Source: an optimization exercise on an open RTL-to-GDS flow (aim: small area, a short achievable clock period and few clock cycles). Production flows keep margins and buffers that such runs may drop.
Function was not checked in any run shown here: the RTL went through the layout flow alone.
No activity file was given, so power comes from the tool's default toggle rates.

<file path="config.mk">
export PLATFORM = sky130hd
export DESIGN_NAME = word_pair_proximity_scanner
export DESIGN_NICKNAME = word_pair_proximity_scanner
export VERILOG_FILES = /design/flow/design.v
export SDC_FILE = /design/flow/constraint.sdc
export NUM_CORES = 4
export LEC_CHECK = 0
export CAP_MARGIN = 20
export CORE_MARGIN = 2
export CORE_UTILIZATION = 40
export CTS_CLUSTER_DIAMETER = 120
export CTS_CLUSTER_SIZE = 24
export SLEW_MARGIN = 20
</file>
<file path="constraint.sdc">
create_clock -name core_clock -period 11.0 [get_ports {i_clk}]
set_input_delay 2.2000 -clock core_clock [delete_from_list [all_inputs] [get_ports {i_clk}]]
set_output_delay 2.2000 -clock core_clock [all_outputs]
set_load 0.01 [all_outputs]
</file>
<file path="design.v">
package wpp_pkg;
    localparam int MAX_WORD_LEN_DEF  = 8;
    localparam int MAX_DOC_CHARS_DEF = 65536;
    localparam int CH_W      = 8;
    localparam int CFG_W     = 64;
    localparam int CFG_IDX_W = 2;
    localparam int LEN_CFG_W = 4;
    localparam int DIST_W    = 18;
    localparam int QUEUE_DEPTH = 2;
    typedef enum logic [CFG_IDX_W-1:0] {
        CFG_FIRST_WORD,
        CFG_FIRST_LEN,
        CFG_SECOND_WORD,
        CFG_SECOND_LEN
    } t_cfg_idx;
    localparam logic [CH_W-1:0] CH_SPACE   = 8'h20;
    localparam logic [CH_W-1:0] CH_PERIOD  = 8'h2E;
    localparam logic [CH_W-1:0] CH_COMMA   = 8'h2C;
    localparam logic [CH_W-1:0] CH_LOWER_A = 8'h61;
    localparam logic [CH_W-1:0] CH_LOWER_Z = 8'h7A;
    localparam logic [CH_W-1:0] CASE_STEP  = 8'h20;
    typedef struct packed {
        logic close_a;        
        logic hit_a_first;
        logic hit_a_second;
        logic last;           
        logic hit_b_first;
        logic hit_b_second;
    } t_close_ctl;
    function automatic logic [CH_W-1:0] fold_case(input logic [CH_W-1:0] c);
        fold_case = (c >= CH_LOWER_A && c <= CH_LOWER_Z) ? c - CASE_STEP : c;
    endfunction
    function automatic logic is_delim(input logic [CH_W-1:0] c);
        is_delim = (c == CH_SPACE) || (c == CH_PERIOD) || (c == CH_COMMA);
    endfunction
endpackage
module wpp_front (
    input  logic [wpp_pkg::CH_W-1:0] i_ch,
    input  logic [wpp_pkg::CH_W-1:0] i_tgt,
    output logic                     o_eq
);
    logic t_letter;
    assign t_letter = (i_tgt[7:5] == 3'b010 || i_tgt[7:5] == 3'b011) &&
                      (i_tgt[4:0] != 5'd0) && (i_tgt[4:0] <= 5'd26);
    assign o_eq = (i_ch[7:6] == i_tgt[7:6]) && (i_ch[4:0] == i_tgt[4:0]) &&
                  ((i_ch[5] == i_tgt[5]) || t_letter);
endmodule
module wpp_back (
    input  logic        i_m1,        
    input  logic        i_m2,        
    input  logic [3:0]  i_len,       
    input  logic [3:0]  i_l1,        
    input  logic [3:0]  i_l2,        
    input  logic [17:0] i_mid,       
    input  logic        i_any,       
    input  logic        i_last_t,    
    input  logic [17:0] i_last_mid,  
    input  logic        i_found,     
    input  logic [17:0] i_best,      
    output logic        o_hit,       
    output logic        o_hit_t,     
    output logic        o_found,
    output logic [17:0] o_best
);
    logic        hit1, hit2, cand_v, take;
    logic [17:0] cand;
    assign hit1    = i_m1 && (i_len == i_l1);
    assign hit2    = !hit1 && i_m2 && (i_len == i_l2);
    assign o_hit   = hit1 || hit2;
    assign o_hit_t = hit2;
    assign cand_v  = o_hit && i_any && (i_last_t != hit2);
    logic [19:0] csa_a, csa_b, csa_c, csa_s, csa_k, csa_w;
    assign csa_a = {2'b00, i_last_mid};
    assign csa_b = {2'b00, i_best};
    assign csa_c = ~{2'b00, i_mid};
    assign csa_s = csa_a ^ csa_b ^ csa_c;
    assign csa_k = (csa_a & csa_b) | (csa_a & csa_c) | (csa_b & csa_c);
    assign csa_w = csa_s + {csa_k[18:0], 1'b1};
    assign cand  = i_mid - i_last_mid;
    assign take    = cand_v && (!i_found || !csa_w[19]);
    assign o_best  = take ? cand : i_best;
    assign o_found = i_found || cand_v;
endmodule
module word_pair_proximity_scanner (
    input  logic                          i_clk,
    input  logic                          i_rst_n,
    input  logic                          i_valid,
    output logic                          o_stall,
    input  logic [wpp_pkg::CH_W-1:0]      i_ch,
    input  logic                          i_is_final,
    output logic                          o_valid,
    input  logic                          i_stall,
    output logic                          o_found,
    output logic [wpp_pkg::DIST_W-1:0]    o_distance_x2,
    input  logic                          i_cfg_wr_en,
    input  logic [wpp_pkg::CFG_IDX_W-1:0] i_cfg_index,
    input  logic [wpp_pkg::CFG_W-1:0]     i_cfg_data
);
    localparam int MW = 18;   
    logic [63:0] r_w1, r_w2;
    logic        r_z1, r_z2;
    logic [3:0]  r_l1, r_l2;
    logic          r_pv;      
    logic [7:0]    r_pch;
    logic          r_pfinal;
    logic          r_peq1;    
    logic          r_peq2;    
    logic          r_pe1;     
    logic          r_pe2;     
    logic [MW-1:0] r_q;
    logic [3:0]    r_len;     
    logic          r_m1, r_m2;
    logic          r_fin;     
    logic          r_new;     
    logic          r_one;     
    logic          r_any;     
    logic          r_last_t;  
    logic [MW-1:0] r_last_mid;
    logic          r_found;   
    logic [MW-1:0] r_best;    
    logic          r_out_valid;
    logic [3:0] cfg_en;
    always_comb begin
        for (int k = 0; k < 4; k++)
            cfg_en[k] = i_cfg_wr_en && i_cfg_index == 2'(k);
    end
    always_ff @(posedge i_clk) begin
        if (cfg_en[0]) r_w1 <= i_cfg_data;
        if (cfg_en[2]) r_w2 <= i_cfg_data;
    end
    always_ff @(posedge i_clk) begin
        if (!i_rst_n) begin
            r_z1 <= 1'b1;
            r_z2 <= 1'b1;
            r_l1 <= 4'd1;
            r_l2 <= 4'd1;
        end else begin
            if (cfg_en[0]) r_z1 <= 1'b0;
            if (cfg_en[1]) r_l1 <= i_cfg_data[3:0];
            if (cfg_en[2]) r_z2 <= 1'b0;
            if (cfg_en[3]) r_l2 <= i_cfg_data[3:0];
        end
    end
    logic accept, hold, stall, proc, close_out, start;
    logic r_stall;
    assign hold      = r_out_valid && (r_fin || r_any);
    assign proc      = r_pv && !hold;
    assign stall     = r_pv && hold;
    assign o_stall   = r_stall;
    assign accept    = i_valid && !stall;
    assign close_out = r_fin && !r_out_valid;
    assign start     = r_fin || r_new;
    logic [3:0]    len_e;
    logic          m1_e, m2_e;
    logic          delim, eq1, eq2, eqw1, eqw2, eqi1, eqi2, short;
    logic [7:0]    tb1, tb2, ti1, ti2;
    logic [MW-1:0] q_e, q_s, q_n, mid;
    logic [3:0]    q_inc;
    logic [3:0]    len_nd;
    assign len_e  = start ? 4'd0 : r_len;
    assign m1_e   = start || r_m1;
    assign m2_e   = start || r_m2;
    assign delim  = wpp_pkg::is_delim(r_pch);
    assign tb1    = r_z1 ? 8'h00 : r_w1[{len_e[2:0], 3'b000} +: 8];
    assign tb2    = r_z2 ? 8'h00 : r_w2[{len_e[2:0], 3'b000} +: 8];
    wpp_front u_eq1 (.i_ch(r_pch), .i_tgt(tb1), .o_eq(eqw1));
    wpp_front u_eq2 (.i_ch(r_pch), .i_tgt(tb2), .o_eq(eqw2));
    assign eq1 = start ? r_peq1 : eqw1;
    assign eq2 = start ? r_peq2 : eqw2;
    assign ti1 = r_z1 ? 8'h00 : r_w1[7:0];
    assign ti2 = r_z2 ? 8'h00 : r_w2[7:0];
    wpp_front u_eqi1 (.i_ch(i_ch), .i_tgt(ti1), .o_eq(eqi1));
    wpp_front u_eqi2 (.i_ch(i_ch), .i_tgt(ti2), .o_eq(eqi2));
    assign short  = (len_e < 4'd8);
    assign len_nd = (len_e < 4'd9) ? len_e + 4'd1 : len_e;
    assign q_e    = start ? '0 : r_q;
    assign q_inc  = delim ? len_e + 4'd2 : (len_e < 4'd9) ? 4'd1 : 4'd2;
    assign q_s    = q_e + MW'(q_inc);
    assign q_n    = q_e[MW-1] ? q_e : q_s[MW-1] ? {1'b1, {(MW-1){1'b0}}} : q_s;
    assign mid    = r_q;
    logic          hit, hit_t, found_c;
    logic [MW-1:0] best_c;
    logic          hit_e1, hit_e2;
    wpp_back u_close (
        .i_m1(r_m1), .i_m2(r_m2), .i_len(r_len), .i_l1(r_l1), .i_l2(r_l2), .i_mid(mid),
        .i_any(r_any && !(r_fin && r_one)), .i_last_t(r_last_t), .i_last_mid(r_last_mid),
        .i_found(r_found), .i_best(r_best),
        .o_hit(hit), .o_hit_t(hit_t), .o_found(found_c), .o_best(best_c)
    );
    assign hit_e1 = r_pe1;
    assign hit_e2 = r_pe2;
    logic pv_n, fin_n, any_n, ov_n;
    assign pv_n  = accept || (r_pv && !proc);
    assign fin_n = proc ? r_pfinal : (r_fin && !close_out);
    assign any_n = (proc && start) ? (delim && (hit_e1 || hit_e2)) :
                   (proc && delim && hit) ? 1'b1 : r_any;
    assign ov_n  = close_out || (r_out_valid && i_stall);
    always_ff @(posedge i_clk) begin
        if (!i_rst_n) begin
            r_pv    <= 1'b0;
            r_stall <= 1'b0;
        end else begin
            r_pv    <= pv_n;
            r_stall <= pv_n && ov_n && (fin_n || any_n);
        end
    end
    always_ff @(posedge i_clk) begin
        if (!stall) begin
            r_pch    <= i_ch;
            r_pfinal <= i_is_final;
            r_peq1   <= eqi1;
            r_peq2   <= eqi2;
            r_pe1    <= (r_l1 == 4'd0);
            r_pe2    <= (r_l1 != 4'd0) && (r_l2 == 4'd0);
        end
    end
    always_ff @(posedge i_clk) begin
        if (proc) begin
            r_q   <= q_n;
            r_one <= start;
            if (delim) begin
                r_len <= '0;
                r_m1  <= 1'b1;
                r_m2  <= 1'b1;
            end else begin
                r_len <= len_nd;
                r_m1  <= m1_e && short && eq1;
                r_m2  <= m2_e && short && eq2;
            end
        end
    end
    always_ff @(posedge i_clk) begin
        if (!i_rst_n) begin
            r_fin <= 1'b0;
            r_new <= 1'b1;
        end else begin
            r_fin <= fin_n;
            if (proc)
                r_new <= 1'b0;
            else if (close_out)
                r_new <= 1'b1;
        end
    end
    always_ff @(posedge i_clk) begin
        if (proc && delim && start) begin
            r_last_t   <= hit_e2;
            r_last_mid <= '0;
        end else if (proc && delim && hit) begin
            r_last_t   <= hit_t;
            r_last_mid <= mid;
        end
    end
    always_ff @(posedge i_clk) begin
        if (!i_rst_n) begin
            r_any <= 1'b0;
        end else begin
            r_any <= any_n;
        end
    end
    always_ff @(posedge i_clk) begin
        if (!i_rst_n) begin
            r_found <= 1'b0;
            r_best  <= '0;
        end else if (close_out || (proc && delim && !start && !r_out_valid)) begin
            r_found <= found_c;
            r_best  <= best_c;
        end else if (r_out_valid && !i_stall) begin
            r_found <= 1'b0;
            r_best  <= '0;
        end
    end
    always_ff @(posedge i_clk) begin
        if (!i_rst_n) begin
            r_out_valid <= 1'b0;
        end else begin
            r_out_valid <= ov_n;
        end
    end
    assign o_valid       = r_out_valid;
    assign o_found       = r_found;
    assign o_distance_x2 = r_best;
endmodule
</file>
<file path="flow/run.sh">
#!/bin/bash
# The standard layout, with plain buffers (buf_2) on the ports instead of the default
# port buffer cell, and timing repair asked to leave 7.8 ns of setup slack
# ORFS's own logs stay under orfs/logs; make's output goes to standard_make.log
set -euo pipefail
export BUFFER_PORTS_ARGS="-buffer_cell sky130_fd_sc_hd__buf_2"
export SETUP_SLACK_MARGIN=7.8
bash standard.sh > standard_make.log 2>&1
</file>
<file path="standard.sh">
#!/bin/bash
# synth_recipe.tcl (not shown) runs the flow's synth.tcl, then flattens the netlist and writes it again
# the make line also repeats each setting of config.mk as NAME=value (left out here)
make -C /OpenROAD-flow-scripts/flow DESIGN_CONFIG=/design/flow/config.mk WORK_HOME=/design/flow/orfs CLKGATE_MAP_FILE= SYNTH_SCRIPT=/design/flow/synth_recipe.tcl "${@:-finish}"
</file>
==> results.py, run 1 <==
metrics = {
    "sta": {
        "fin_tns_setup_ps": 0,
        "setup_slack_ps": 7320,
        "min_period_over_period": 0.335,
        "slew_headroom": 0.414,
        "max_freq_mhz": 271,
        "fin_hold_ws_ps": 503,
        "clock_skew_ps": 23.0,
        "final-hold-violation-count": 0,
        "rsz0062_at_grt": "yes",
        "tightest_slew_ps": 879,
        "setup_viol": 0,
        "layout_min_cycle_time_ps": 3680,
        "slew_viol_final": 0,
    },
    "clock_network": {
        "htree_levels": 1,
        "cts_tree": "done",
        "root_buffer": "clkbuf_16",
        "cts_hold_buf": 0,
        "clock_path_buffers": 3,
        "cts_buffers": 13,
        "path_clk_slew_ps": 100,
        "worstSkewPairLatency_ps": 500,
        "cts_sinks": 220,
    },
    "drt": {
        "drt_wl_total_um": 32000,
        "wl_met3_um": 1890,
        "firstDrtPassIters": 8,
        "vias_per_cell": 5.58,
        "dr_wl_met2_um": 15700,
        "wl_met1_um": 13400,
        "remaining_drc_errors": 0,
        "top_layer": "met4",
        "vias": 9090,
        "postRouteAntennaNets": 0,
        "drtIter0Drc": 705,
        "wl_per_cell_um": 19.6,
    },
    "synth": {
        "synth_area_um2": 12000,
        "synth_flop_cell": "edfxtp_1",
        "yosys.cell_types.count": 87,
        "synth-edff-count": 167,
        "syn_nets": 1242,
        "synthCells": 1100,
        "muxShareOfSynthArea": 0.0504,
        "async_flop_share": 0,
        "synth_top_family_by_area": "compound AO/OA/AOI/OAI gates",
        "synth-seq-cells": 220,
        "synth_xor_area_frac": 0.0300,
        "synthAdderAreaFrac": 0.0774,
        "seq_area_frac_synth": 0.508,
        "avgSynthCellArea_um2": 10.9,
        "yosysWarnings": 1,
        "synthSimpleGateAreaFrac": 0.137,
        "synth_compound_area_frac": 0.149,
    },
    "die": {
        "die_x_um": 177,
        "rows": 63,
        "ios": 101,
        "initial_core_util": 0.405,
        "fp.dieArea_um2": 31300,
        "core_area_um2": 29600,
        "die_y_um": 177,
    },
    "status": {
        "status": "complete, no violations",
    },
    "power": {
        "swShare": 0.253,
        "p_comb_frac": 0.123,
        "power.density_nw_per_um2": 118,
        "clockPowerShare": 0.305,
        "p_sw_mw": 0.420,
        "p_leak_nw": 5.55,
        "total_power_mw": 1.66,
        "vdd_drop_max_v": 0.000121,
        "p_seq_frac": 0.572,
        "p_int_mw": 1.24,
    },
    "worst_setup_path": {
        "path_delay_family": "simple AND/OR/NAND/NOR gates",
        "critPathMaxFanout": 4,
        "cp-start-kind": "flop",
        "end_kind": "flop",
        "critPathMaxStageDelay_ps": 530,
        "cp_cell_sequence": "buf_12 -> or3b_4 -> ha_4 -> a21o_4 -> nor2_4 -> a21o_1 -> fa_2 -> a21oi_2 -> nor2_2 -> nor2_2 -> or4_4 -> or2_4 -> o21a_1 -> o21ai_0 -> a21oi_2",
        "path_class": "reg -> reg",
        "critPathSlowestCell": "or4_4",
        "critPathBufInv": 1,
        "worstPathArrival_ps": 3920,
        "cp-startpoint": "r_len[0]",
        "timing.rr.start": "r_len[0]",
        "cp.required_ps": 11240,
    },
    "cells_and_area": {
        "final_cell_mix": "edfxtp_1 (167), buf_2 (95), nand2_1 (90)",
        "mostFrequentLayoutCell": "edfxtp_1",
        "drive_gt1_frac": 0.226,
        "final_nets": 1374,
        "final.fill_count": 2734,
        "syn_to_final_growth_pct": 17.8,
    },
    "place": {
        "detailedPlacementHpwl_um": 21400,
        "place.gp.congestion": 0.884,
        "place_ws_ps": 6050,
        "port_buffers": 100,
    },
    "global_route": {
        "grt_max_degree": 66,
        "grt_usage": 0.202,
        "grt_remaining_overflow": 0,
        "antenna_found_initial": 1,
        "grt_pass1_wl_um": 49000,
        "first_global_vias": 8672,
    },
    "run": {
        "max_cap_violations": 0,
    },
    "worst_hold_path": {
        "hold_path.startpoint": "r_last_mid[15]",
        "hold_path_class": "reg -> reg",
    },
}
## synthesized netlist by cell type (10+ instances only)
cell type  instances  area, um^2
a21boi_1          11        82.6
a21o_1            13        97.6
a21oi_1           79         395
a31oi_1           18         113
and2_1            10        62.6
buf_2             12        60.1
clkbuf_1          26        97.6
dfxtp_1           53        1060
edfxtp_1         167        5010
fa_1              20         400
ha_1              42         526
inv_1             71         267
mux2_2            10         113
mux2i_1           40         400
nand2_1           92         345
nand2b_1          17         106
nand3_1           22         110
nor2_1            92         345
nor2b_1           19         119
nor3_1            13        65.1
o21ai_0           28         140
o221ai_1          13         114
or3_1             11        68.8
xnor2_1           23         201
xor2_1            18         158
## worst min-delay path, cell delays in order (launching register included)
cell and delay [ps]:
dfxtp_1 340, mux2i_1 70, nor2_1 70
## per-stage QoR
step	util	std cells	area, um^2
6_report	0.477	1630	14100
3_3_place_gp	0.433	1543	12800
5_1_grt	0.477	1629	14100
4_1_cts	0.465	1608	13700
3_5_place_dp	0.433	1543	12800
2_1_floorplan	-	1100	12100
## registers in the layout, summed over array words and instances, names as in the netlist, 4 cells and up
signal / cells
r_w1: 64
r_w2: 64
r_best: 18
r_last_mid: 18
r_q: 18
r_pch: 8
r_l1: 4
r_l2: 4
r_len: 4
## kinds of logic (layout without fill, tap and decap cells)
| logic type | count (synthesis) | after routing |
|---|---|---|
| compound gates | 263 | 263 |
| buf+inv | 130 | 265 |
| other cells | 0 | 1 |
| simple gates | 330 | 334 |
| mux | 54 | 54 |
| fa+ha+maj | 62 | 62 |
| xor+xnor | 41 | 41 |
| flops | 220 | 220 |
## final cells by class
cell class	count	area, um^2	share of cell area
clock buffer	20	352	0.0250
tap	390	488	0.0346
inverter	76	315	0.0224
antenna	1	2.50	0.000178
timing repair buffer	167	1160	0.0822
multi-input combinational	754	5630	0.400
sequential	220	6110	0.434
clock inverter	2	28.8	0.00204
## repair_timing
action	4_1_cts	5_1_grt
gates resized for setup	57	43
endpoints found under the setup margin	108	104
setup buffers	37	19
gates cloned	6	2
pin swaps	23	28
## path summary, 6_finish.rpt
check,cells past startpoint,endpoint,slack (ps)
max reg2reg,15,r_q[16],7320
min reg2reg,2,r_last_mid[15],500
min,2,r_last_mid[15],500
max,15,r_q[16],7320
## routing by layer
| layer | GRT usage | vias to the layer above |
|---|---|---|
| met3 | 0.0253 | 74 |
| met5 | 0 | - |
| met2 | 0.349 | 347 |
| met1 | 0.263 | 4357 |
| li1 | - | 4312 |
| met4 | 0.0644 | 0 |
## power groups by stage
stage / clock network [mW] / logic, mW / registers, mW
2_1_floorplan: 0 / 0.127 / 0.960
3_3_place_gp: 0 / 0.173 / 0.975
3_5_place_dp: 0 / 0.175 / 0.975
4_1_cts: 0.525 / 0.195 / 0.953
5_1_grt: 0.550 / 0.223 / 0.955
6_report: 0.507 / 0.204 / 0.951
==> run 2, diff against run 1 <==
--- a/design.v
+++ b/design.v
@@ -175,8 +175,11 @@
     assign len_nd = (len_e < 4'd9) ? len_e + 4'd1 : len_e;
     assign q_e    = start ? '0 : r_q;
     assign q_inc  = delim ? len_e + 4'd2 : (len_e < 4'd9) ? 4'd1 : 4'd2;
+    logic q_hi, q_c4;
+    assign q_hi   = !start && (r_q[MW-2:4] == '1);
     assign q_s    = q_e + MW'(q_inc);
-    assign q_n    = q_e[MW-1] ? q_e : q_s[MW-1] ? {1'b1, {(MW-1){1'b0}}} : q_s;
+    assign q_c4   = ({1'b0, q_e[3:0]} + {1'b0, q_inc}) > 5'd15;
+    assign q_n    = q_e[MW-1] ? q_e : (q_hi && q_c4) ? {1'b1, {(MW-1){1'b0}}} : q_s;
     assign mid    = r_q;
     logic          hit, hit_t, found_c;
     logic [MW-1:0] best_c;
==> run 2 against run 1 <==
  * Still clean on timing, DRC and antenna
  * Utilization about the same
  * Cell count up 2.5%
  * Clock power up 2%
  * Sequential power about the same
  * Via count up 4.7%
  * Routed wire length up 4.8%
  * Die area up 2.6%
  * Register-to-register slack better by 350 ps
  * Worst setup slack better by 350 ps
  * Non-clock buffer count up 4
  * Global-route usage up 0.50 points
  * Count of clock-buffer cells in the layout down 2
  * Critical path type unchanged
  * Largest cell class unchanged
==> results.py, run 2 <==
metrics = {
    "status": {
        "status": "complete, no violations",
    },
    "cells_and_area": {
        "syn_to_final_growth_pct": 18.3,
        "final_cell_mix": "edfxtp_1 (167), inv_1 (94), nor2_1 (93)",
        "final_util": 0.477,
        "top_regs": "r_w1 (64), r_w2 (64)",
        "diodes": 0,
        "mostFrequentLayoutCell": "edfxtp_1",
        "design_area_um2": 14500,
        "final_nets": 1411,
        "drive_gt1_frac": 0.238,
    },
    "die": {
        "core_area_um2": 30400,
        "die_x_um": 179,
        "initial_core_util": 0.403,
        "rows": 64,
        "die_y_um": 179,
        "fp.dieArea_um2": 32100,
        "ios": 101,
    },
    "sta": {
        "rsz0062_at_grt": "yes",
        "fin_tns_setup_ps": 0,
        "slew_headroom": 0.406,
        "final-hold-violation-count": 0,
        "fin_hold_ws_ps": 482,
        "slew_viol_final": 0,
        "tightest_slew_ps": 889,
        "min_period_over_period": 0.303,
        "setup_slack_ps": 7670,
        "layout_min_cycle_time_ps": 3330,
        "setup_viol": 0,
        "clock_skew_ps": 33.3,
        "max_freq_mhz": 300,
    },
    "synth": {
        "synthCells": 1136,
        "seq_area_frac_synth": 0.495,
        "synth_area_um2": 12300,
        "avgSynthCellArea_um2": 10.8,
        "synth-seq-cells": 220,
        "yosysTopAreaCellShare": 0.409,
        "yosys.cell_types.count": 92,
        "yosys.area.top_type": "edfxtp_1",
        "synth.area.top_cells": "edfxtp_1 (41%), dfxtp_1 (8.6%), ha_1 (4.4%)",
        "yosys-top-cells-count": "edfxtp_1 (167), nor2_1 (98), inv_1 (95)",
        "async_flop_share": 0,
        "synth_flop_cell": "edfxtp_1",
        "yosysWarnings": 1,
        "yosysMostFrequentCell": "edfxtp_1",
        "syn_nets": 1279,
        "synth-edff-count": 167,
    },
    "drt": {
        "firstDrtPassIters": 6,
        "wl_per_cell_um": 20.1,
        "drt_wl_total_um": 33500,
        "postRouteAntennaNets": 0,
        "drtIter0Drc": 791,
        "remaining_drc_errors": 0,
        "vias_per_cell": 5.69,
        "vias": 9513,
    },
    "worst_setup_path": {
        "cp.required_ps": 11240,
        "end_kind": "flop",
        "cp-start-kind": "flop",
        "worstPathArrival_ps": 3570,
        "critPathMaxStageDelay_ps": 490,
        "cp_cell_sequence": "or3_4 -> a211oi_4 -> nor2_4 -> a21oi_4 -> ha_4 -> inv_2 -> fa_2 -> nor2b_1 -> o21a_2 -> o211a_4 -> or2_4 -> o21ai_2 -> a32o_1",
        "critPathSlowestCell": "edfxtp_1",
        "path_class": "reg -> reg",
        "critPathMaxFanout": 5,
    },
    "power": {
        "vdd_drop_max_v": 0.000119,
        "power.density_nw_per_um2": 115,
        "p_leak_nw": 5.75,
    },
    "worst_hold_path": {
        "hold_path_class": "reg -> reg",
    },
    "clock_network": {
        "clock_path_buffers": 3,
        "cts_hold_buf": 0,
        "path_clk_slew_ps": 100,
        "worstSkewPairLatency_ps": 510,
        "root_buffer": "clkbuf_16",
        "cts_sinks": 220,
        "htree_levels": 1,
        "cts_tree": "done",
        "cts_buffers": 13,
    },
    "place": {
        "place.gp.congestion": 0.906,
        "place_ws_ps": 6740,
        "detailedPlacementHpwl_um": 22300,
        "dpl-instance-area_um2": 13200,
        "port_buffers": 100,
    },
    "global_route": {
        "grt_pass1_wl_um": 51300,
        "grt_max_degree": 66,
        "grt_usage": 0.207,
        "first_global_vias": 9021,
        "grt_remaining_overflow": 0,
        "antenna_found_initial": 0,
    },
    "run": {
        "max_cap_violations": 0,
    },
}
==> run 2: cell types whose count changed after synthesis, moves of 8 or more <==
cell      before  now
xor2_1        18    8
o21ai_0       28   43
o211ai_1       3   12
a21boi_1      11    3
o221ai_1      13    3
nand4_1        7   20
nand2_1       92   58
a221oi_1       4   12
a21oi_1       79   62
nor2b_1       19   28
inv_1         71   95
nor3_1        13   21
==> run 2: power by group <==
part | total, mW | internal (mW) | switching [mW]
logic | 0.207 | 0.0877 | 0.119
registers | 0.954 | 0.927 | 0.0265
clock network | 0.515 | 0.227 | 0.288
total | 1.68 | 1.24 | 0.434
==> run 2: logic make-up (layout without fill, tap and decap cells) <==
kind of cell               count (synthesis)  in the layout  share of synthesized area
AOI/OAI and AO/OA                        283            284                      0.162
muxes                                     57             57                     0.0548
and+or+nand+nor                          327            329                      0.137
xor gates and xnor gates                  29             29                     0.0207
adders and majority gates                 63             63                     0.0765
buffers and inverters                    157            293                     0.0537
DFF                                      220            220                      0.495
==> run 2: timing repair <==
action | 4_1_cts | 5_1_grt
setup endpoints to repair | 109 | 106
pin swaps | 19 | 17
cloned | 6 | 1
buffers inserted | 30 | 27
gates resized for setup | 61 | 47
==> run 2: layout make-up <==
type                       count  area (um^2)
timing repair buffer         171         1240
inverter                      99          387
sequential                   220         6110
timing repair inverter         1         6.26
clock inverter                 4         36.3
multi-input combinational    762         5900
clock buffer                  18          344
tap                          396          495
fill                        2828        15900
==> run 2: per-stage QoR <==
step / cells / total power [mW]
final: 1671 / 1.68
after global routing: 1671 / 1.74
after CTS: 1643 / 1.68
after detailed placement: 1585 / 1.15
after global placement: 1585 / 1.15
after floorplan: 1136 / 1.09
==> run 2: path summary, 6_finish.rpt <==
| check | from | end | slack, ps | depth (start not counted) |
|---|---|---|---|---|
| worst max register to register | r_pch[1] | r_q[11] | 7670 | 13 |
| worst max-delay path | r_pch[1] | r_q[11] | 7670 | 13 |
| worst min register to register | r_best[11] | r_best[11] | 480 | 2 |
| worst min-delay path | r_best[11] | r_best[11] | 480 | 2 |
==> run 2: critical path: cells and delay by family, from the launching register on <==
family          cells  cell delay [ps]
compound gates      6             1190
fa+ha+maj           2              490
buf+inv             1               30
flops               1              490
simple gates        4              870
==> run 2: per-layer routing <==
layer | GRT usage | vias up | wire [um]
met3 | 0.0208 | 72 | 1850
met4 | 0.0682 | 0 | 1260
met2 | 0.360 | 358 | 16400
met1 | 0.269 | 4607 | 14000
met5 | 0 | - | 0
li1 | - | 4476 | -
==> run 3, diff against run 2 <==
==> flow/run.sh (replaced) <==
#!/bin/bash
# The standard layout, with plain buffers (buf_2) on the ports instead of the default
# port buffer cell, and timing repair asked to leave 7.5 ns of setup slack
# ORFS's own logs stay under orfs/logs; make's output goes to standard_make.log
set -euo pipefail
export BUFFER_PORTS_ARGS="-buffer_cell sky130_fd_sc_hd__buf_2"
export SETUP_SLACK_MARGIN=7.5
bash standard.sh > standard_make.log 2>&1
==> run 3 against run 2 <==
  * Final area shrank 3.7%
  * First-iteration DRC count shrank 18%
  * Utilization shrank 1.8 points
  * Synthesized area is the same
  * Non-clock buffer count shrank 29
  * Highest routed layer unchanged
==> results.py, run 3 <==
metrics = {
    "cells_and_area": {
        "syn_to_final_growth_pct": 13.9,
        "final.fill_count": 2869,
        "diodes": 0,
        "final_nets": 1381,
        "multi_input_comb_area_um2": 5720,
        "mostFrequentLayoutCell": "edfxtp_1",
        "ff_latch_area_um2": 6080,
        "top_regs": "r_w1 (64), r_w2 (64)",
        "final_util": 0.459,
        "drive_gt1_frac": 0.187,
        "final_cell_mix": "edfxtp_1 (167), buf_2 (100), nor2_1 (95)",
    },
    "synth": {
        "seq_area_frac_synth": 0.495,
        "yosys-top-cells-count": "edfxtp_1 (167), nor2_1 (98), inv_1 (95)",
        "synth-edff-count": 167,
        "yosys.cell_types.count": 92,
        "async_flop_share": 0,
        "synth_area_um2": 12300,
        "synthCells": 1136,
        "synth-seq-cells": 220,
        "yosysMostFrequentCell": "edfxtp_1",
        "yosys.area.top_type": "edfxtp_1",
        "avgSynthCellArea_um2": 10.8,
        "synth_flop_cell": "edfxtp_1",
        "yosysTopAreaCellShare": 0.409,
        "yosysWarnings": 1,
        "syn_nets": 1279,
        "synth.area.top_cells": "edfxtp_1 (41%), dfxtp_1 (8.6%), ha_1 (4.4%)",
    },
    "worst_setup_path": {
        "critPathMaxStageDelay_ps": 580,
        "rr_endpoint": "r_q[10]",
        "worstPathArrival_ps": 3860,
        "critPathSlowestCell": "or4_4",
        "cp_cell_sequence": "or4_4 -> a211oi_4 -> buf_4 -> buf_6 -> a21oi_4 -> ha_4 -> inv_2 -> fa_2 -> nor2b_2 -> o21a_1 -> o211a_4 -> or2_4 -> nor2_4 -> nand4_1 -> a21oi_1",
        "cp.required_ps": 11350,
        "critPathMaxFanout": 8,
        "cp-start-kind": "flop",
        "reg2reg_slack_ps": 7480,
        "path_class": "reg -> reg",
        "worstRegToRegCells": 15,
        "critPathBufInv": 3,
        "end_kind": "flop",
        "path_delay_family": "simple AND/OR/NAND/NOR gates",
        "timing.rr.start": "r_pch[7]",
    },
    "status": {
        "status": "complete, no violations",
    },
    "sta": {
        "fin_tns_setup_ps": 0,
        "slew_headroom": 0.284,
        "final-hold-violation-count": 0,
        "layout_min_cycle_time_ps": 3520,
        "fin_hold_ws_ps": 495,
        "tightest_slew_ps": 1070,
        "setup_slack_ps": 7480,
        "rsz0062_at_grt": "yes",
        "max_freq_mhz": 284,
        "setup_viol": 0,
        "clock_skew_ps": 22.6,
        "min_period_over_period": 0.320,
        "slew_viol_final": 0,
    },
    "worst_hold_path": {
        "whs_endpoint": "r_best[3]",
        "hold_path_class": "reg -> reg",
        "hold_path.startpoint": "r_best[3]",
        "whs_path_depth": 2,
    },
    "clock_network": {
        "path_clk_slew_ps": 100,
        "cts_sinks": 220,
        "clock_path_buffers": 3,
        "cts_buffers": 13,
        "root_buffer": "clkbuf_16",
        "htree_levels": 1,
        "cts_tree": "done",
        "worstSkewPairLatency_ps": 500,
    },
    "global_route": {
        "grt_max_degree": 66,
        "grt_remaining_overflow": 0,
        "antenna_found_initial": 1,
        "first_global_vias": 8795,
        "grt_usage": 0.200,
        "grt_pass1_wl_um": 49400,
    },
    "power": {
        "power.density_nw_per_um2": 120,
        "p_leak_nw": 5.52,
        "vdd_drop_max_v": 0.000119,
        "total_power_mw": 1.67,
    },
    "drt": {
        "drtIter0Drc": 645,
        "firstDrtPassIters": 5,
        "vias": 9186,
        "remaining_drc_errors": 0,
        "drt_wl_total_um": 32000,
        "wl_per_cell_um": 19.5,
        "postRouteAntennaNets": 0,
        "vias_per_cell": 5.60,
    },
    "die": {
        "rows": 64,
        "core_area_um2": 30400,
        "fp.dieArea_um2": 32100,
        "ios": 101,
        "die_x_um": 179,
        "die_y_um": 179,
        "initial_core_util": 0.403,
    },
    "place": {
        "place_ws_ps": 6660,
        "port_buffers": 100,
        "detailedPlacementHpwl_um": 22100,
        "place.gp.congestion": 0.917,
    },
    "run": {
        "max_cap_violations": 0,
    },
}
==> run 3: cell count changes in the layout (fill, tap and decap cells not counted), sizes merged <==
cell / delta
buf: -25
bufbuf: -1
a211o: -1
clkbuf: -1
clkinv: -2
==> run 3: final cells by class <==
class,count,share of cell area
Timing Repair Buffer,142,0.0633
Multi-Input combinational cell,761,0.409
Timing Repair inverter,1,0.000448
Tap cell,396,0.0354
Clock buffer,20,0.0267
Inverter,99,0.0280
Clock inverter,2,0.00179
Sequential cell,220,0.435
==> run 3: repair_timing <==
action                                  in CTS  in global routing
hold buffers                                 0                  0
cloned                                       4                  0
resized for setup                           25                 23
endpoints found under the setup margin      29                 21
setup buffers                               13                 18
pin swaps                                    2                 18
==> run 3: per-layer routing <==
layer  vias up  wire length (um)  global-route usage
met5         -                 0                   0
met4         0              1090              0.0675
met3        55              1650              0.0257
met2       296             15500               0.338
met1      4422             13800               0.264
li1       4413                 -                   -
==> run 3: where the power goes <==
group          switching, mW  total (mW)  internal (mW)
clock network          0.286       0.529          0.243
registers             0.0283       0.956          0.928
logic                  0.109       0.188         0.0787
==> run 3: cell families (layout without fill, tap and decap cells) <==
logic type / Yosys count / in the layout / synth area share
fa+ha+maj: 63 / 63 / 0.0765
buf+inv: 157 / 264 / 0.0537
mux: 57 / 57 / 0.0548
simple gates: 327 / 329 / 0.137
flops: 220 / 220 / 0.495
compound gates: 283 / 283 / 0.162
xor+xnor: 29 / 29 / 0.0207
==> run 3: tightest hold or removal path, stage by stage, from the launching register on <==
cell and delay (ps):
dfxtp_1 340, nand3_1 70, a21boi_1 50
==> run 3: stage by stage <==
step / cell area, um^2 / cells
detailed placement: 13100 / 1584
global route: 14000 / 1641
global placement: 13100 / 1584
floorplan: 12400 / 1136
finish: 14000 / 1641
CTS: 13700 / 1623
==> run 3: how the worst max path moves through the flow <==
| stage | start | endpoint | depth (start not counted) |
|---|---|---|---|
| 6_report | r_pch[7] | r_q[10] | 15 |
| 5_1_grt | r_pch[7] | r_q[10] | 15 |
| 4_1_cts | r_len[1] | r_q[11] | 17 |
| 3_5_place_dp | r_len[1] | r_q[14] | 18 |
| 3_3_place_gp | r_len[1] | r_q[14] | 18 |
| 2_1_floorplan | i_cfg_wr_en | r_w1[0] | 1 |
==> run 4, diff against run 3 <==
--- a/design.v
+++ b/design.v
@@ -96,23 +96,24 @@
     input  logic [wpp_pkg::CFG_IDX_W-1:0] i_cfg_index,
     input  logic [wpp_pkg::CFG_W-1:0]     i_cfg_data
 );
+    localparam int PW = 17;   
     localparam int MW = 18;   
     logic [63:0] r_w1, r_w2;
     logic        r_z1, r_z2;
     logic [3:0]  r_l1, r_l2;
     logic          r_pv;      
-    logic [7:0]    r_pch;
-    logic          r_pfinal;
+    logic          r_pfinal;  
+    logic          r_pdelim;  
     logic          r_peq1;    
     logic          r_peq2;    
     logic          r_pe1;     
     logic          r_pe2;     
-    logic [MW-1:0] r_q;
+    logic [PW-1:0] r_pos;     
+    logic [MW-1:0] r_mid;     
     logic [3:0]    r_len;     
     logic          r_m1, r_m2;
     logic          r_fin;     
     logic          r_new;     
-    logic          r_one;     
     logic          r_any;     
     logic          r_last_t;  
     logic [MW-1:0] r_last_mid;
@@ -152,41 +153,33 @@
     assign start     = r_fin || r_new;
     logic [3:0]    len_e;
     logic          m1_e, m2_e;
-    logic          delim, eq1, eq2, eqw1, eqw2, eqi1, eqi2, short;
-    logic [7:0]    tb1, tb2, ti1, ti2;
-    logic [MW-1:0] q_e, q_s, q_n, mid;
-    logic [3:0]    q_inc;
+    logic          delim, eq1, eq2, short;
+    logic [7:0]    tb1, tb2;
+    logic [2:0]    idx;
+    logic [PW-1:0] pos_n;
+    logic [MW-1:0] mid_nd;
     logic [3:0]    len_nd;
     assign len_e  = start ? 4'd0 : r_len;
     assign m1_e   = start || r_m1;
     assign m2_e   = start || r_m2;
-    assign delim  = wpp_pkg::is_delim(r_pch);
-    assign tb1    = r_z1 ? 8'h00 : r_w1[{len_e[2:0], 3'b000} +: 8];
-    assign tb2    = r_z2 ? 8'h00 : r_w2[{len_e[2:0], 3'b000} +: 8];
-    wpp_front u_eq1 (.i_ch(r_pch), .i_tgt(tb1), .o_eq(eqw1));
-    wpp_front u_eq2 (.i_ch(r_pch), .i_tgt(tb2), .o_eq(eqw2));
-    assign eq1 = start ? r_peq1 : eqw1;
-    assign eq2 = start ? r_peq2 : eqw2;
-    assign ti1 = r_z1 ? 8'h00 : r_w1[7:0];
-    assign ti2 = r_z2 ? 8'h00 : r_w2[7:0];
-    wpp_front u_eqi1 (.i_ch(i_ch), .i_tgt(ti1), .o_eq(eqi1));
-    wpp_front u_eqi2 (.i_ch(i_ch), .i_tgt(ti2), .o_eq(eqi2));
+    assign delim  = r_pdelim;
+    assign idx    = (proc ? (r_pfinal || delim) : start) ? 3'd0 :
+                    proc ? len_nd[2:0] : r_len[2:0];
+    assign tb1    = r_z1 ? 8'h00 : r_w1[{idx, 3'b000} +: 8];
+    assign tb2    = r_z2 ? 8'h00 : r_w2[{idx, 3'b000} +: 8];
+    wpp_front u_eq1 (.i_ch(i_ch), .i_tgt(tb1), .o_eq(eq1));
+    wpp_front u_eq2 (.i_ch(i_ch), .i_tgt(tb2), .o_eq(eq2));
     assign short  = (len_e < 4'd8);
     assign len_nd = (len_e < 4'd9) ? len_e + 4'd1 : len_e;
-    assign q_e    = start ? '0 : r_q;
-    assign q_inc  = delim ? len_e + 4'd2 : (len_e < 4'd9) ? 4'd1 : 4'd2;
-    logic q_hi, q_c4;
-    assign q_hi   = !start && (r_q[MW-2:4] == '1);
-    assign q_s    = q_e + MW'(q_inc);
-    assign q_c4   = ({1'b0, q_e[3:0]} + {1'b0, q_inc}) > 5'd15;
-    assign q_n    = q_e[MW-1] ? q_e : (q_hi && q_c4) ? {1'b1, {(MW-1){1'b0}}} : q_s;
-    assign mid    = r_q;
+    assign pos_n  = start ? PW'(1) : (r_pos[PW-1] ? r_pos : r_pos + PW'(1));
+    assign mid_nd = start ? MW'(1) :
+                    (r_len < 4'd9 && !r_mid[MW-1]) ? r_mid + MW'(1) : r_mid;
     logic          hit, hit_t, found_c;
     logic [MW-1:0] best_c;
     logic          hit_e1, hit_e2;
     wpp_back u_close (
-        .i_m1(r_m1), .i_m2(r_m2), .i_len(r_len), .i_l1(r_l1), .i_l2(r_l2), .i_mid(mid),
-        .i_any(r_any && !(r_fin && r_one)), .i_last_t(r_last_t), .i_last_mid(r_last_mid),
+        .i_m1(r_m1), .i_m2(r_m2), .i_len(r_len), .i_l1(r_l1), .i_l2(r_l2), .i_mid(r_mid),
+        .i_any(r_any), .i_last_t(r_last_t), .i_last_mid(r_last_mid),
         .i_found(r_found), .i_best(r_best),
         .o_hit(hit), .o_hit_t(hit_t), .o_found(found_c), .o_best(best_c)
     );
@@ -209,26 +202,27 @@
     end
     always_ff @(posedge i_clk) begin
         if (!stall) begin
-            r_pch    <= i_ch;
             r_pfinal <= i_is_final;
-            r_peq1   <= eqi1;
-            r_peq2   <= eqi2;
+            r_pdelim <= wpp_pkg::is_delim(i_ch);
+            r_peq1   <= eq1;
+            r_peq2   <= eq2;
             r_pe1    <= (r_l1 == 4'd0);
             r_pe2    <= (r_l1 != 4'd0) && (r_l2 == 4'd0);
         end
     end
     always_ff @(posedge i_clk) begin
         if (proc) begin
-            r_q   <= q_n;
-            r_one <= start;
+            r_pos <= pos_n;
             if (delim) begin
+                r_mid <= {pos_n, 1'b0};
                 r_len <= '0;
                 r_m1  <= 1'b1;
                 r_m2  <= 1'b1;
             end else begin
+                r_mid <= mid_nd;
                 r_len <= len_nd;
-                r_m1  <= m1_e && short && eq1;
-                r_m2  <= m2_e && short && eq2;
+                r_m1  <= m1_e && short && r_peq1;
+                r_m2  <= m2_e && short && r_peq2;
             end
         end
     end
@@ -250,7 +244,7 @@
             r_last_mid <= '0;
         end else if (proc && delim && hit) begin
             r_last_t   <= hit_t;
-            r_last_mid <= mid;
+            r_last_mid <= r_mid;
         end
     end
     always_ff @(posedge i_clk) begin
==> flow/run.sh (replaced) <==
#!/bin/bash
# The standard layout, with plain buffers (buf_2) on the ports instead of the default
# port buffer cell, and timing repair asked to leave 7.8 ns of setup slack
# ORFS's own logs stay under orfs/logs; make's output goes to standard_make.log
set -euo pipefail
export BUFFER_PORTS_ARGS="-buffer_cell sky130_fd_sc_hd__buf_2"
export SETUP_SLACK_MARGIN=7.8
bash standard.sh > standard_make.log 2>&1
==> run 4 against run 3 <==
  * Sequential power increased by 6%
  * Highest routed layer is now met5
  * Clock power decreased by 4%
  * Via count decreased by 4.4%
  * Combinational power increased by 91%
  * Global-route usage decreased by 1.5 points
  * Die area increased by 0.54%
==> results.py, run 4 <==
metrics = {
    "status": {
        "status": "complete, no violations",
    },
    "drt": {
        "vias": 8785,
        "postRouteAntennaNets": 0,
        "drt_wl_total_um": 30600,
        "vias_per_cell": 5.32,
        "firstDrtPassIters": 5,
        "drtIter0Drc": 527,
        "remaining_drc_errors": 0,
        "wl_per_cell_um": 18.6,
    },
    "sta": {
        "layout_min_cycle_time_ps": 3480,
        "fin_tns_setup_ps": 0,
        "max_freq_mhz": 288,
        "final-hold-violation-count": 0,
        "setup_slack_ps": 7520,
        "fin_hold_ws_ps": 509,
        "tightest_slew_ps": 932,
        "slew_viol_final": 0,
        "rsz0062_at_grt": "yes",
        "setup_viol": 0,
        "slew_headroom": 0.379,
        "clock_skew_ps": 22.6,
        "min_period_over_period": 0.316,
    },
    "worst_setup_path": {
        "path_class": "reg -> reg",
        "timing.rr.start": "r_fin",
        "cp.required_ps": 11290,
        "worstPathArrival_ps": 3770,
        "cp-start-kind": "flop",
        "rr_endpoint": "r_peq1",
        "critPathMaxFanout": 5,
        "worstRegToRegCells": 13,
        "reg2reg_slack_ps": 7520,
        "end_kind": "flop",
    },
    "synth": {
        "yosys.area.top_type": "edfxtp_1",
        "synth-seq-cells": 229,
        "synthCells": 1115,
        "synth.area.top_cells": "edfxtp_1 (43%), dfxtp_1 (8.6%), mux2i_1 (5.7%)",
        "yosysWarnings": 1,
        "yosys.cell_types.count": 80,
        "yosysMostFrequentCell": "edfxtp_1",
        "synth_area_um2": 12300,
        "synth-edff-count": 176,
        "yosys-top-cells-count": "edfxtp_1 (176), nor2_1 (113), inv_1 (96)",
        "async_flop_share": 0,
        "yosysTopAreaCellShare": 0.428,
        "seq_area_frac_synth": 0.514,
        "avgSynthCellArea_um2": 11.1,
        "syn_nets": 1269,
        "synth_flop_cell": "edfxtp_1",
    },
    "die": {
        "die_y_um": 180,
        "rows": 64,
        "die_x_um": 180,
        "ios": 101,
        "core_area_um2": 30500,
        "fp.dieArea_um2": 32300,
        "initial_core_util": 0.404,
    },
    "clock_network": {
        "path_clk_slew_ps": 100,
        "htree_levels": 1,
        "cts_buffers": 13,
        "clock_path_buffers": 3,
        "worstSkewPairLatency_ps": 490,
        "cts_hold_buf": 0,
        "cts_tree": "done",
        "root_buffer": "clkbuf_16",
        "cts_sinks": 229,
    },
    "worst_hold_path": {
        "hold_path_class": "reg -> reg",
        "whs_endpoint": "r_best[1]",
        "hold_path.startpoint": "r_best[1]",
        "whs_path_depth": 2,
    },
    "global_route": {
        "grt_pass1_wl_um": 48000,
        "grt_max_degree": 66,
        "grt_usage": 0.185,
        "grt_remaining_overflow": 0,
        "first_global_vias": 8546,
        "antenna_found_initial": 5,
    },
    "power": {
        "total_power_mw": 1.87,
        "power.density_nw_per_um2": 129,
        "vdd_drop_max_v": 0.000143,
        "p_leak_nw": 5.68,
    },
    "run": {
        "max_cap_violations": 0,
    },
    "place": {
        "detailedPlacementHpwl_um": 19900,
        "place.gp.congestion": 0.848,
        "place_ws_ps": 6910,
        "port_buffers": 100,
    },
    "cells_and_area": {
        "syn_to_final_growth_pct": 17.8,
        "top_regs": "r_w1 (64), r_w2 (64)",
        "mostFrequentLayoutCell": "edfxtp_1",
        "final_nets": 1400,
        "drive_gt1_frac": 0.219,
        "final_cell_mix": "edfxtp_1 (176), nor2_1 (109), inv_1 (95)",
    },
}
run 4: kinds of logic (layout without fill, tap and decap cells):
logic type	Yosys count	count (layout)	synth area share
flops	229	229	0.514
fa+ha+maj	74	74	0.0866
mux	80	80	0.0659
other cells	0	1	0
buf+inv	140	273	0.0511
simple gates	330	335	0.128
xor+xnor	63	63	0.0447
compound gates	199	199	0.110
run 4: report_power, final:
group / switching [mW] / total, mW / internal [mW]
clock network: 0.282 / 0.509 / 0.228
registers: 0.0283 / 1.01 / 0.977
logic: 0.203 / 0.359 / 0.156
run 4: what timing repair did:
action,in CTS,in global routing
resized for setup,58,52
cloned,9,2
setup endpoints to repair,101,101
setup buffers,32,9
pin swaps,23,26
run 4: worst max-delay path, stage by stage (launching register included):
cell,delay [ps]
dfxtp_4,370
or3b_4,420
ha_4,190
or3b_4,390
a21oi_4,180
o41a_1,320
buf_6,150
nor3_1,40
o211ai_1,180
and4_4,270
and2_4,160
xnor2_2,100
nand4_1,190
a2111oi_4,320
run 4: through the flow:
stage | area, um^2 | util | std cells
global route | 14500 | 0.477 | 1650
detailed placement | 13300 | 0.434 | 1575
global placement | 13300 | 0.434 | 1575
floorplan | 12500 | - | 1115
finish | 14500 | 0.477 | 1650
CTS | 14200 | 0.466 | 1638
run 4: area by class of cell:
type	instances	area (um^2)
antenna	1	2.50
clock buffer	20	352
clock inverter	2	20.0
fill	2773	16000
inverter	97	372
multi-input combinational	751	5710
sequential	229	6380
tap	396	495
timing repair buffer	154	1200
run 4: worst max path at each step:
stage                     slack [ps]  cells past startpoint   startpoint  endpoint
after global routing            7430                     16        r_fin    r_peq1
final                           7520                     13        r_fin    r_peq1
after floorplan                 6700                      1  i_cfg_wr_en   r_w1[0]
after CTS                       7590                     14        r_fin    r_peq1
after detailed placement        6910                     13     r_len[0]    r_peq1
after global placement          7020                     13     r_len[0]    r_peq1
run 4: layer usage:
layer	wire [um]	global-route usage
met5	33	0
met4	727	0.0452
met3	1440	0.0259
met2	14800	0.317
met1	13600	0.248
==> run 5, diff against run 4 <==
==> flow/run.sh (replaced) <==
#!/bin/bash
# The standard layout, with plain buffers (buf_1) on the ports instead of the default
# port buffer cell, and timing repair asked to leave 7.8 ns of setup slack
# ORFS's own logs stay under orfs/logs; make's output goes to standard_make.log
set -euo pipefail
export BUFFER_PORTS_ARGS="-buffer_cell sky130_fd_sc_hd__buf_1"
export SETUP_SLACK_MARGIN=7.8
bash standard.sh > standard_make.log 2>&1
==> run 5 against run 4 <==
  * First-iteration DRC count rose by 25%
  * Worst setup slack got worse by 73 ps
  * Flip-flop and latch count did not move
  * Count of clock-buffer cells in the layout fell by 1
  * Clock skew fell by 8.0 ps
  * Final area fell by 0.65%
  * Synthesized cell count did not move
  * Global-route usage rose by 0.11 points
  * Total power barely moved
  * Critical endpoint is now r_best[2]
  * Utilization fell by 0.31 points
==> results.py, run 5 <==
metrics = {
    "power": {
        "total_power_mw": 1.87,
        "p_int_mw": 1.36,
        "p_comb_frac": 0.192,
        "p_leak_nw": 5.47,
        "p_seq_frac": 0.536,
        "swShare": 0.274,
        "p_sw_mw": 0.513,
        "vdd_drop_max_v": 0.000141,
        "power.density_nw_per_um2": 130,
        "clockPowerShare": 0.272,
    },
    "clock_network": {
        "root_buffer": "clkbuf_16",
        "cts_sinks": 229,
        "worstSkewPairLatency_ps": 490,
        "clock_path_buffers": 3,
        "cts_tree": "done",
        "path_clk_slew_ps": 110,
        "htree_levels": 1,
        "cts_buffers": 13,
    },
    "die": {
        "die_y_um": 180,
        "ios": 101,
        "rows": 64,
        "core_area_um2": 30500,
        "initial_core_util": 0.404,
        "die_x_um": 180,
        "fp.dieArea_um2": 32300,
    },
    "synth": {
        "avgSynthCellArea_um2": 11.1,
        "synth.area.top_cells": "edfxtp_1 (43%), dfxtp_1 (8.6%), mux2i_1 (5.7%)",
        "yosysWarnings": 1,
        "syn_nets": 1269,
        "yosys.area.top_type": "edfxtp_1",
        "synth_area_um2": 12300,
        "synthCells": 1115,
        "seq_area_frac_synth": 0.514,
        "synth-edff-count": 176,
        "yosys-top-cells-count": "edfxtp_1 (176), nor2_1 (113), inv_1 (96)",
        "yosysMostFrequentCell": "edfxtp_1",
        "yosys.cell_types.count": 80,
        "synth-seq-cells": 229,
        "yosysTopAreaCellShare": 0.428,
        "async_flop_share": 0,
        "synth_flop_cell": "edfxtp_1",
    },
    "drt": {
        "firstDrtPassIters": 5,
        "vias": 8826,
        "wl_per_cell_um": 18.6,
        "postRouteAntennaNets": 0,
        "drt_wl_total_um": 30700,
        "remaining_drc_errors": 0,
        "drtIter0Drc": 658,
        "vias_per_cell": 5.34,
    },
    "worst_setup_path": {
        "critPathMaxFanout": 14,
        "worstPathArrival_ps": 3920,
        "path_class": "reg -> reg",
        "cp.required_ps": 11370,
        "worstRegToRegCells": 15,
        "end_kind": "flop",
        "cp-start-kind": "flop",
    },
    "sta": {
        "slew_headroom": 0.357,
        "min_period_over_period": 0.323,
        "setup_slack_ps": 7450,
        "slew_viol_final": 0,
        "fin_tns_setup_ps": 0,
        "final-hold-violation-count": 0,
        "setup_viol": 0,
        "rsz0062_at_grt": "yes",
        "clock_skew_ps": 14.7,
        "fin_hold_ws_ps": 478,
        "layout_min_cycle_time_ps": 3550,
        "max_freq_mhz": 282,
        "tightest_slew_ps": 965,
    },
    "global_route": {
        "antenna_found_initial": 1,
        "grt_pass1_wl_um": 48100,
        "grt_remaining_overflow": 0,
        "first_global_vias": 8644,
        "grt_usage": 0.186,
        "grt_max_degree": 66,
    },
    "cells_and_area": {
        "multi_input_comb_area_um2": 5750,
        "final_nets": 1405,
        "final_cell_mix": "edfxtp_1 (176), nor2_1 (111), inv_1 (94)",
        "final_util": 0.473,
        "mostFrequentLayoutCell": "edfxtp_1",
        "final.fill_count": 2821,
        "ff_latch_area_um2": 6380,
        "syn_to_final_growth_pct": 17.1,
        "drive_gt1_frac": 0.164,
        "top_regs": "r_w1 (64), r_w2 (64)",
    },
    "place": {
        "place.gp.congestion": 0.822,
        "detailedPlacementHpwl_um": 19800,
        "place_ws_ps": 6890,
        "port_buffers": 100,
    },
    "status": {
        "status": "complete, no violations",
    },
    "run": {
        "max_cap_violations": 0,
    },
    "worst_hold_path": {
        "whs_path_depth": 2,
        "hold_path_class": "reg -> reg",
    },
}
run 5: cell counts after synthesis:
No cell type changed its count.
run 5: logic make-up (layout without fill, tap and decap cells):
logic type,Yosys count,count (layout),share of synthesized area
AO/OA/AOI/OAI,199,199,0.110
AND/OR/NAND/NOR,330,336,0.128
XOR/XNOR,63,63,0.0447
adder cells (fa/ha/maj),74,74,0.0866
flip-flops,229,229,0.514
buffers and inverters,140,276,0.0511
multiplexers,80,80,0.0659
other,0,1,0
run 5: area by class of cell:
| type | count | area share |
|---|---|---|
| sequential | 229 | 0.442 |
| multi-input combinational | 752 | 0.398 |
| timing repair buffer | 157 | 0.0737 |
| tap | 396 | 0.0343 |
| inverter | 97 | 0.0260 |
| clock buffer | 19 | 0.0248 |
| clock inverter | 2 | 0.000953 |
| timing repair inverter | 1 | 0.000346 |
| antenna | 1 | 0.000173 |
run 5: what timing repair did:
item	4_1_cts	5_1_grt
gates cloned	9	3
buffers inserted	36	9
endpoints found under the setup margin	105	135
resized for setup	85	44
hold buffers	0	0
pin swaps	25	11
run 5: final timing paths:
check | slack, ps | end | startpoint
min reg2reg | 480 | r_best[15] | r_best[15]
max | 7450 | r_best[2] | r_mid[1]
max reg2reg | 7450 | r_best[2] | r_mid[1]
min | 480 | r_best[15] | r_best[15]
run 5: stage by stage:
step / cell area (um^2) / cells
after global placement: 13100 / 1575
after detailed placement: 13100 / 1575
after global routing: 14400 / 1654
after CTS: 14100 / 1641
final: 14400 / 1654
after floorplan: 12500 / 1115
run 5: power by group through the flow:
stage          logic [mW]  clock network (mW)  registers (mW)
2_1_floorplan       0.238                   0            1.02
3_3_place_gp        0.300                   0            1.03
3_5_place_dp        0.305                   0            1.03
4_1_cts             0.343               0.524            1.01
5_1_grt             0.399               0.551            1.01
6_report            0.360               0.509            1.01
run 5: layer usage:
layer | vias to the layer above | GRT usage | wire [um]
met5 | - | 0 | 0
met4 | 0 | 0.0634 | 1090
met3 | 58 | 0.0342 | 1660
met2 | 252 | 0.310 | 14600
met1 | 4265 | 0.244 | 13400
li1 | 4251 | - | -
run 5: worst max-delay path, stage by stage (launching register included):
cell	delay, ps
edfxtp_1	450
fa_1	520
inv_1	40
ha_1	250
nor2b_1	130
o21a_1	160
o21a_1	160
o211ai_1	330
a21oi_2	150
o41a_1	410
o311ai_4	270
buf_6	160
buf_12	140
nor3_1	70
a31oi_1	140
nor2_1	60
==> run 6, diff against run 5 <==
--- a/config.mk
+++ b/config.mk
@@ -10,4 +10,5 @@
 export CORE_UTILIZATION = 40
 export CTS_CLUSTER_DIAMETER = 120
 export CTS_CLUSTER_SIZE = 24
+export PLACE_DENSITY = 0.7
 export SLEW_MARGIN = 20
==> run 6 against run 5 <==
  * Combinational power is 1% lower
  * Routed wire length is 2.0% lower
  * Critical path type unchanged
  * Count of clock-buffer cells in the layout stayed put
  * Sequential share of layout area grew 0.19 points
  * Sequential power barely moved
  * Highest routed layer is now met5
  * Cell count about the same
  * Utilization shrank 0.18 points
  * Clock skew up 12 ps
  * First-iteration DRC count grew 1.8%
  * Die area is the same
  * Flip-flop and latch count did not move
==> results.py, run 6 <==
metrics = {
    "sta": {
        "max_freq_mhz": 289,
        "min_period_over_period": 0.315,
        "slew_viol_final": 0,
        "final-hold-violation-count": 0,
        "fin_tns_setup_ps": 0,
        "fin_hold_ws_ps": 483,
        "setup_slack_ps": 7540,
        "rsz0062_at_grt": "yes",
        "slew_headroom": 0.395,
        "layout_min_cycle_time_ps": 3460,
        "setup_viol": 0,
        "clock_skew_ps": 26.8,
        "tightest_slew_ps": 908,
    },
    "worst_setup_path": {
        "path_common_cell": "o21a_1",
        "cp.required_ps": 11390,
        "critPathMaxFanout": 7,
        "cp-start-kind": "flop",
        "path_class": "reg -> reg",
        "path_delay_family": "compound AO/OA/AOI/OAI gates",
        "critPathBufInv": 4,
        "cp_cell_sequence": "fa_1 -> inv_1 -> ha_1 -> nor2b_4 -> o21a_1 -> o21a_1 -> o211ai_1 -> a21oi_2 -> o41a_1 -> o311ai_4 -> buf_6 -> buf_12 -> buf_16 -> o31ai_2 -> and2_1",
        "critPathMaxStageDelay_ps": 530,
        "critPathSlowestCell": "fa_1",
        "end_kind": "flop",
        "worstPathArrival_ps": 3860,
    },
    "synth": {
        "avgSynthCellArea_um2": 11.1,
        "synth_flop_cell": "edfxtp_1",
        "yosysWarnings": 1,
        "syn_nets": 1269,
        "synth-edff-count": 176,
        "yosys.area.top_type": "edfxtp_1",
        "async_flop_share": 0,
        "synth.area.top_cells": "edfxtp_1 (43%), dfxtp_1 (8.6%), mux2i_1 (5.7%)",
        "yosys.cell_types.count": 80,
        "yosys-top-cells-count": "edfxtp_1 (176), nor2_1 (113), inv_1 (96)",
        "yosysMostFrequentCell": "edfxtp_1",
        "yosysTopAreaCellShare": 0.428,
        "synth_area_um2": 12300,
        "synth-seq-cells": 229,
        "seq_area_frac_synth": 0.514,
        "synthCells": 1115,
    },
    "clock_network": {
        "htree_levels": 1,
        "cts_tree": "done",
        "root_buffer": "clkbuf_16",
        "path_clk_slew_ps": 110,
        "cts_sinks": 229,
        "clock_path_buffers": 3,
        "worstSkewPairLatency_ps": 500,
        "cts_buffers": 13,
        "cts_hold_buf": 0,
    },
    "cells_and_area": {
        "final_cell_mix": "edfxtp_1 (176), nor2_1 (111), inv_1 (94)",
        "top_regs": "r_w1 (64), r_w2 (64)",
        "mostFrequentLayoutCell": "edfxtp_1",
        "drive_gt1_frac": 0.159,
        "syn_to_final_growth_pct": 16.6,
        "final_nets": 1403,
    },
    "die": {
        "fp.dieArea_um2": 32300,
        "initial_core_util": 0.404,
        "ios": 101,
        "die_y_um": 180,
        "die_x_um": 180,
        "rows": 64,
        "core_area_um2": 30500,
    },
    "global_route": {
        "grt_usage": 0.181,
        "antenna_found_initial": 2,
        "grt_remaining_overflow": 0,
        "first_global_vias": 8895,
        "grt_max_degree": 66,
        "grt_pass1_wl_um": 47200,
    },
    "drt": {
        "vias": 8947,
        "postRouteAntennaNets": 0,
        "vias_per_cell": 5.41,
        "remaining_drc_errors": 0,
        "firstDrtPassIters": 5,
        "wl_per_cell_um": 18.2,
        "drtIter0Drc": 670,
        "drt_wl_total_um": 30100,
    },
    "run": {
        "max_cap_violations": 0,
    },
    "place": {
        "port_buffers": 100,
        "place.gp.congestion": 0.903,
        "place_ws_ps": 7130,
        "detailedPlacementHpwl_um": 19600,
    },
    "power": {
        "vdd_drop_max_v": 0.000149,
        "p_leak_nw": 5.49,
        "power.density_nw_per_um2": 132,
        "total_power_mw": 1.90,
    },
    "status": {
        "status": "complete, no violations",
    },
    "worst_hold_path": {
        "hold_path_class": "reg -> reg",
    },
}
[run 6: changes by cell type in the layout (fill, tap and decap cells not counted), moves of 3 or more]
cell / change
a211oi_1: +3
nor3_2: -3
a211oi_2: -3
nor3_1: +3
buf_4: -3
buf_6: +3
[run 6: stage by stage]
step,utilization,instances,instance area [um^2]
after floorplan,-,1115,12500
final,0.472,1653,14400
after global placement,0.431,1576,13100
after detailed placement,0.431,1576,13100
after CTS,0.464,1640,14200
after global routing,0.472,1653,14400
[run 6: worst paths after layout]
check,from,cells after the start,slack (ps),to
max,r_mid[1],15,7540,r_best[4]
min,r_best[15],2,480,r_best[15]
max reg2reg,r_mid[1],15,7540,r_best[4]
min reg2reg,r_best[15],2,480,r_best[15]
[run 6: what timing repair did]
action,4_1_cts,5_1_grt
cloned,8,2
setup endpoints to repair,106,136
pin swaps,21,7
resized for setup,87,34
buffers inserted,34,10
[run 6: final cells by class]
type,instances,area [um^2]
fill,2748,16100
sequential,229,6380
multi-input combinational,751,5680
timing repair buffer,156,1050
tap,396,495
inverter,97,370
clock buffer,19,358
clock inverter,3,45.0
timing repair inverter,1,7.51
antenna,1,2.50
[run 6: per-layer routing]
metal | wire length (um) | track usage
met1 | 13000 | 0.234
met2 | 14100 | 0.299
met3 | 1980 | 0.0359
met4 | 1030 | 0.0670
met5 | 16 | 0
[run 6: tightest hold or removal path, stage by stage, from the launching register on]
cell     delay, ps
dfxtp_2        340
nand4_1         60
o21ai_1         60
[run 6: power breakdown]
group          internal [mW]  switching, mW  leakage, nW
registers              0.976         0.0282         2.09
clock network          0.255          0.286        0.196
logic                  0.152          0.203         3.19
[run 6: cells by family after synthesis]
| group | synth area share |
|---|---|
| adder cells (fa/ha/maj) | 0.0866 |
| multiplexers | 0.0659 |
| AO/OA/AOI/OAI | 0.110 |
| AND/OR/NAND/NOR | 0.128 |
| flip-flops | 0.514 |
| buffers and inverters | 0.0511 |
| XOR/XNOR | 0.0447 |
==> run 7, diff against run 6 <==
--- a/config.mk
+++ b/config.mk
@@ -8,7 +8,4 @@
 export CAP_MARGIN = 20
 export CORE_MARGIN = 2
 export CORE_UTILIZATION = 40
-export CTS_CLUSTER_DIAMETER = 120
-export CTS_CLUSTER_SIZE = 24
-export PLACE_DENSITY = 0.7
 export SLEW_MARGIN = 20
==> run 7 against run 6 <==
  * Synthesized cell count is the same
  * Cell count is 2.2% higher
  * Critical path depth is the same
  * Sequential power about the same
==> results.py, run 7 <==
metrics = {
    "place": {
        "port_buffers": 100,
        "dpl-instance-area_um2": 13100,
        "place_ws_ps": 6890,
        "detailedPlacementHpwl_um": 19800,
        "place.gp.congestion": 0.822,
    },
    "sta": {
        "setup_slack_ps": 7450,
        "final-hold-violation-count": 0,
        "slew_viol_final": 0,
        "max_freq_mhz": 282,
        "rsz0062_at_grt": "yes",
        "clock_skew_ps": 12.2,
        "setup_viol": 0,
        "fin_tns_setup_ps": 0,
        "tightest_slew_ps": 1000,
        "slew_headroom": 0.331,
    },
    "worst_setup_path": {
        "critPathMaxFanout": 14,
        "cp-start-kind": "flop",
        "critPathSlowestCell": "fa_1",
        "critPathMaxStageDelay_ps": 520,
        "end_kind": "flop",
        "cp.required_ps": 11400,
    },
    "power": {
        "p_leak_nw": 5.76,
        "power.density_nw_per_um2": 151,
        "vdd_drop_max_v": 0.000130,
        "p_int_mw": 1.68,
        "clockPowerShare": 0.398,
        "swShare": 0.260,
        "p_seq_frac": 0.445,
        "p_sw_mw": 0.590,
        "p_comb_frac": 0.157,
    },
    "global_route": {
        "first_global_vias": 8730,
        "grt_max_degree": 66,
        "grt_pass1_wl_um": 48700,
        "grt_remaining_overflow": 0,
    },
    "synth": {
        "seq_area_frac_synth": 0.514,
        "synth.area.top_cells": "edfxtp_1 (43%), dfxtp_1 (8.6%), mux2i_1 (5.7%)",
        "syn_nets": 1269,
        "yosys-top-cells-count": "edfxtp_1 (176), nor2_1 (113), inv_1 (96)",
        "yosysWarnings": 1,
        "yosys.area.top_type": "edfxtp_1",
        "synth_flop_cell": "edfxtp_1",
        "avgSynthCellArea_um2": 11.1,
        "async_flop_share": 0,
        "yosysMostFrequentCell": "edfxtp_1",
        "synth-edff-count": 176,
        "yosys.cell_types.count": 80,
    },
    "drt": {
        "firstDrtPassIters": 7,
        "wl_per_cell_um": 18.7,
        "postRouteAntennaNets": 0,
        "vias": 8968,
        "vias_per_cell": 5.31,
    },
    "cells_and_area": {
        "top_regs": "r_w1 (64), r_w2 (64)",
        "syn_to_final_growth_pct": 21.7,
        "mostFrequentLayoutCell": "edfxtp_1",
        "final_cell_mix": "edfxtp_1 (176), nor2_1 (112), inv_1 (94)",
        "diodes": 0,
        "design_area_um2": 15000,
        "drive_gt1_frac": 0.179,
    },
    "worst_hold_path": {
        "hold_path_class": "reg -> reg",
    },
    "die": {
        "core_area_um2": 30500,
        "rows": 64,
        "ios": 101,
        "fp.dieArea_um2": 32300,
        "die_y_um": 180,
        "initial_core_util": 0.404,
    },
    "clock_network": {
        "clock_path_buffers": 3,
        "root_buffer": "clkbuf_16",
        "cts_sinks": 229,
        "cts_tree": "done",
    },
    "status": {
        "status": "complete, no violations",
    },
    "run": {
        "max_cap_violations": 0,
    },
}
## run 7: area by class of cell
type | instances | area (um^2) | share of cell area
clock inverters | 18 | 199 | 0.0132
inverters | 97 | 375 | 0.0250
repair buffers | 165 | 1210 | 0.0804
repair inverters | 1 | 5.00 | 0.000333
flip-flops and latches | 229 | 6380 | 0.425
well taps | 396 | 495 | 0.0330
multi-input cells | 752 | 5670 | 0.377
clock buffers | 31 | 691 | 0.0460
## run 7: metal layers
metal  global-route usage  vias up  wire (um)
met3               0.0310       54       1660
met1                0.245     4369      13800
li1                     -     4308          -
met2                0.323      237      15300
met5                    0        -          0
met4               0.0501        0        729
## run 7: power groups by stage
stage                     Clock [mW]  Combinational, mW  Sequential (mW)
after floorplan                    0              0.238             1.02
after CTS                      0.920              0.336             1.01
final                          0.902              0.355             1.01
after global placement             0              0.300             1.03
after global routing           0.951              0.395             1.01
after detailed placement           0              0.305             1.03
## run 7: what timing repair did
item,CTS,global route
gates cloned,9,4
pin swaps,20,16
endpoints found under the setup margin,106,136
gates resized for setup,90,39
buffers inserted,34,18
## run 7: cells by family (layout without fill, tap and decap cells)
family / after synthesis / after routing / share of synthesized area
fa+ha+maj: 74 / 74 / 0.0866
simple gates: 330 / 336 / 0.128
buf+inv: 140 / 312 / 0.0511
xor+xnor: 63 / 63 / 0.0447
mux: 80 / 80 / 0.0659
flops: 229 / 229 / 0.514
compound gates: 199 / 199 / 0.110
## run 7: stage by stage
step | power, mW | hold WS (ps) | util | cells
finish | 2.26 | 520 | 0.492 | 1689
global route | 2.36 | 546 | 0.492 | 1689
CTS | 2.26 | 521 | 0.482 | 1667
detailed placement | 1.33 | 489 | 0.430 | 1575
global placement | 1.33 | 485 | 0.430 | 1575
floorplan | 1.25 | 482 | - | 1115
## run 7: final timing paths
kind,from,endpoint,slack (ps),depth (start not counted)
worst max register to register,r_mid[1],r_best[9],7450,15
worst min register to register,r_best[0],r_best[0],520,2
worst max-delay path,r_mid[1],r_best[9],7450,15
worst min-delay path,r_best[0],r_best[0],520,2
## run 7: worst max-delay path: cells and delay by family (launching register included)
kind / cells / cell delay (ps)
buffers and inverters: 3 / 330
AND/OR/NAND/NOR: 3 / 230
adder cells (fa/ha/maj): 2 / 770
flip-flops: 1 / 430
AO/OA/AOI/OAI: 7 / 1620

Re-timed with assumed drivers on the ports (clkbuf_16 on the clock, buf_2 on other inputs), run 7 has 7.454 ns of setup slack against 7.454 ns with ideal ports, and 7.326 ns once port delays also move by the mid clock arrival of 0.587 ns.
